This design comes from an exercise in tuning for small area on the open sky130 flow, not from production work. RTL that was checked went through simulation tests only; none was proved equivalent to the original.

==> module aes_key_sched_ctrl, before the edit <==
module aes_key_sched_ctrl #(
  parameter int NR = 10
) (
  input  logic         clk,
  input  logic         rst_n,
  input  logic         key_valid,
  output logic         key_ready,
  input  logic [127:0] key_in,
  output logic [31:0]  sw_out,
  input  logic [31:0]  sw_in,
  input  logic         rk_req,
  input  logic [3:0]   rk_idx,
  output logic         rk_valid,
  output logic [127:0] rk_data,
  output logic         rk_err,
  output logic         busy,
  output logic         keys_ready
);
  localparam int NL = 7;    
  logic         busy_q, ready_q;
  logic [3:0]   cnt;        
  logic [31:0]  e [0:NL-1];
  logic [31:0]  o [0:NL-1];
  logic         accept;
  logic [7:0]   rcon;
  logic [31:0]  w0, w1, w2, w3, t;
  logic [3:0]   ridx;
  logic [2:0]   ph;
  logic [4:0]   sum;
  logic [2:0]   pa;
  logic         idx_ok, odd;
  logic [NL-1:0] ha, hb, hea, hoa;
  logic [127:0] rd;
  assign busy       = busy_q;
  assign keys_ready = ready_q;
  assign key_ready  = ~busy_q;
  assign accept     = key_valid & ~busy_q;
  assign w0 = key_in[127:96];
  assign w1 = key_in[95:64];
  assign w2 = key_in[63:32];
  assign w3 = key_in[31:0];
  always_comb begin
    case (cnt)
      4'd0:    rcon = 8'h01;
      4'd1:    rcon = 8'h02;
      4'd2:    rcon = 8'h04;
      4'd3:    rcon = 8'h08;
      4'd4:    rcon = 8'h10;
      4'd5:    rcon = 8'h20;
      4'd6:    rcon = 8'h40;
      4'd7:    rcon = 8'h80;
      4'd8:    rcon = 8'h1b;
      4'd9:    rcon = 8'h36;
      default: rcon = 8'h00;
    endcase
  end
  assign t = sw_in ^ {rcon, 24'h0};
  always_comb begin
    ridx   = busy_q ? cnt : rk_idx;
    idx_ok = (ridx <= 4'(NR));
    odd    = ridx[0];
    ph     = (cnt <= 4'd6) ? 3'(4'd6 - cnt) : 3'(4'd13 - cnt);
    sum    = {2'b00, ph} + {1'b0, ridx};
    pa     = (sum >= 5'd14) ? 3'(sum - 5'd14) : (sum >= 5'd7) ? 3'(sum - 5'd7) : sum[2:0];
    for (int i = 0; i < NL; i++) begin
      ha[i] = idx_ok && pa == 3'(i);
      hb[i] = idx_ok && pa == 3'((i + 1) % NL);
    end
    hea = odd ? ha : hb;
    hoa = odd ? hb : ha;
  end
  aes_ks_window u_window (
    .e   ({e[6], e[5], e[4], e[3], e[2], e[1], e[0]}),
    .o   ({o[6], o[5], o[4], o[3], o[2], o[1], o[0]}),
    .hea (hea),
    .hoa (hoa),
    .odd (odd),
    .rd  (rd)
  );
  assign sw_out = {rd[23:0], rd[31:24]};
  always_ff @(posedge clk) begin
    rk_data <= rd;
    for (int i = 0; i < NL - 1; i++) begin
      e[i] <= e[i + 1];
      o[i] <= o[i + 1];
    end
    e[NL-1] <= (busy_q && !cnt[0]) ? e[3] ^ t : e[0];
    o[NL-1] <= (busy_q &&  cnt[0]) ? o[3] ^ t : o[0];
    if (accept) begin
      e[3]    <= w0 ^ w1 ^ w2 ^ w3;   
      e[5]    <= w2 ^ w3;             
      o[4]    <= w1 ^ w3;             
      o[NL-1] <= w3;                  
      cnt     <= 4'd0;
    end else begin
      cnt <= (cnt == 4'd13) ? 4'd0 : cnt + 4'd1;
    end
  end
  always_ff @(posedge clk or negedge rst_n) begin
    if (!rst_n) begin
      busy_q   <= 1'b0;
      ready_q  <= 1'b0;
      rk_valid <= 1'b0;
      rk_err   <= 1'b0;
    end else begin
      rk_valid <= ready_q & rk_req;
      rk_err   <= ready_q & rk_req & (rk_idx > 4'(NR));
      if (accept) begin
        busy_q  <= 1'b1;
        ready_q <= 1'b0;
      end else if (busy_q && cnt == 4'(NR - 1)) begin
        busy_q  <= 1'b0;
        ready_q <= 1'b1;
      end
    end
  end
endmodule
export LEC_CHECK = 0
export CAP_MARGIN = 20
export CORE_MARGIN = 2
export CORE_UTILIZATION = 40
export SLEW_MARGIN = 20
export SYNTH_HIERARCHICAL = 1
create_clock -name core_clock -period 7.5 [get_ports {clk}]
standard.sh (not shown) runs the stock make flow with config.mk's settings and CLKGATE_MAP_FILE= SYNTH_SCRIPT=/design/flow/synth_recipe.tcl, a recipe that flattens the netlist after the stock synthesis.
==> flow/flow/run.sh <==
#!/bin/bash
# Standard ORFS layout (the standard.sh, standard synthesis unchanged) with
# two changes: port buffers use the smallest buffer, and the clock tree uses
# clkbuf_8 with sink clusters of at most 16 and no dummy loads.
set -euo pipefail
export BUFFER_PORTS_ARGS="-buffer_cell sky130_fd_sc_hd__buf_1"
export CTS_ARGS="-sink_clustering_enable -repair_clock_nets -dont_use_dummy_load -buf_list sky130_fd_sc_hd__clkbuf_8 -sink_clustering_size 16 -sink_clustering_max_diameter 60"
bash standard.sh > standard.log 2>&1
Then changed:
--- a/flow/design.v
+++ b/flow/design.v
@@ -22,9 +22,9 @@
   logic [31:0]  e [0:NL-1];
   logic [31:0]  o [0:NL-1];
   logic         accept;
   logic [7:0]   rcon;
-  logic [31:0]  w0, w1, w2, w3, t;
+  logic [31:0]  w0, w1, w2, w3, t, sw_w;
   logic [3:0]   ridx;
   logic [2:0]   ph;
   logic [4:0]   sum;
   logic [2:0]   pa;
@@ -39,25 +39,18 @@
   assign w1 = key_in[95:64];
   assign w2 = key_in[63:32];
   assign w3 = key_in[31:0];
   always_comb begin
-    case (cnt)
-      4'd0:    rcon = 8'h01;
-      4'd1:    rcon = 8'h02;
-      4'd2:    rcon = 8'h04;
-      4'd3:    rcon = 8'h08;
-      4'd4:    rcon = 8'h10;
-      4'd5:    rcon = 8'h20;
-      4'd6:    rcon = 8'h40;
-      4'd7:    rcon = 8'h80;
-      4'd8:    rcon = 8'h1b;
-      4'd9:    rcon = 8'h36;
-      default: rcon = 8'h00;
-    endcase
+    rcon = '0;
+    if (cnt < 4'd8) rcon[cnt[2:0]] = 1'b1;
+    if (cnt == 4'd8) rcon = 8'h1b;
+    if (cnt == 4'd9) rcon = 8'h36;
   end
   assign t = sw_in ^ {rcon, 24'h0};
+  assign sw_w   = cnt[0] ? e[NL-1] : o[NL-1];
+  assign sw_out = {sw_w[23:0], sw_w[31:24]};
   always_comb begin
-    ridx   = busy_q ? cnt : rk_idx;
+    ridx   = rk_idx;
     idx_ok = (ridx <= 4'(NR));
     odd    = ridx[0];
     ph     = (cnt <= 4'd6) ? 3'(4'd6 - cnt) : 3'(4'd13 - cnt);
     sum    = {2'b00, ph} + {1'b0, ridx};
@@ -76,9 +69,8 @@
     .hoa (hoa),
     .odd (odd),
     .rd  (rd)
   );
-  assign sw_out = {rd[23:0], rd[31:24]};
   always_ff @(posedge clk) begin
     rk_data <= rd;
     for (int i = 0; i < NL - 1; i++) begin
       e[i] <= e[i + 1];
After rerunning: The new run went through all stages and came out clean. Wire length climbs by a little under a tenth. Die area climbs slightly. Hold slack gains 0.025 ns. Clock-buffer cell count drops by 1. Via count climbs by a few percent. Final area drops slightly. Register-to-register slack loses 1.5 ns. Worst setup slack gains 0.55 ns. Core utilization drops by 1.1 points. Non-clock buffer count drops by 32. Synthesized area climbs slightly. Sequential share of layout area drops by 0.42 points.
For the first run of this note, only the layout was checked, not whether the RTL still works.

[port drivers added, routing unchanged]
In the flow no input, the clock included, has a driving cell. The finished layouts below were timed again as built, in two steps.
Step 1, drivers: a clkbuf_16 drives clk and a buf_2 each remaining input, both assumed.
Step 2 times the ports against the registers' clock, not the clock port: input delays grow and output delays shrink by t, the midpoint of the rising clock arrivals with the driver on.
Slacks: ideal ports / drivers / drivers and shift; pairs: ideal ports / drivers.
run	shift t [ns]	slack for setup (ns)	worst slew at a driven data input, ns
the first run	0.675	0.257 / 0.234 / 0.234	0.05
the second run	0.692	0.805 / 0.805 / 0.747	0.09
After both steps setup and hold are still met in every run listed. The setup slack of the second run, which loses most, moves by 0.000 ns with the drivers and by -0.058 ns with both steps.
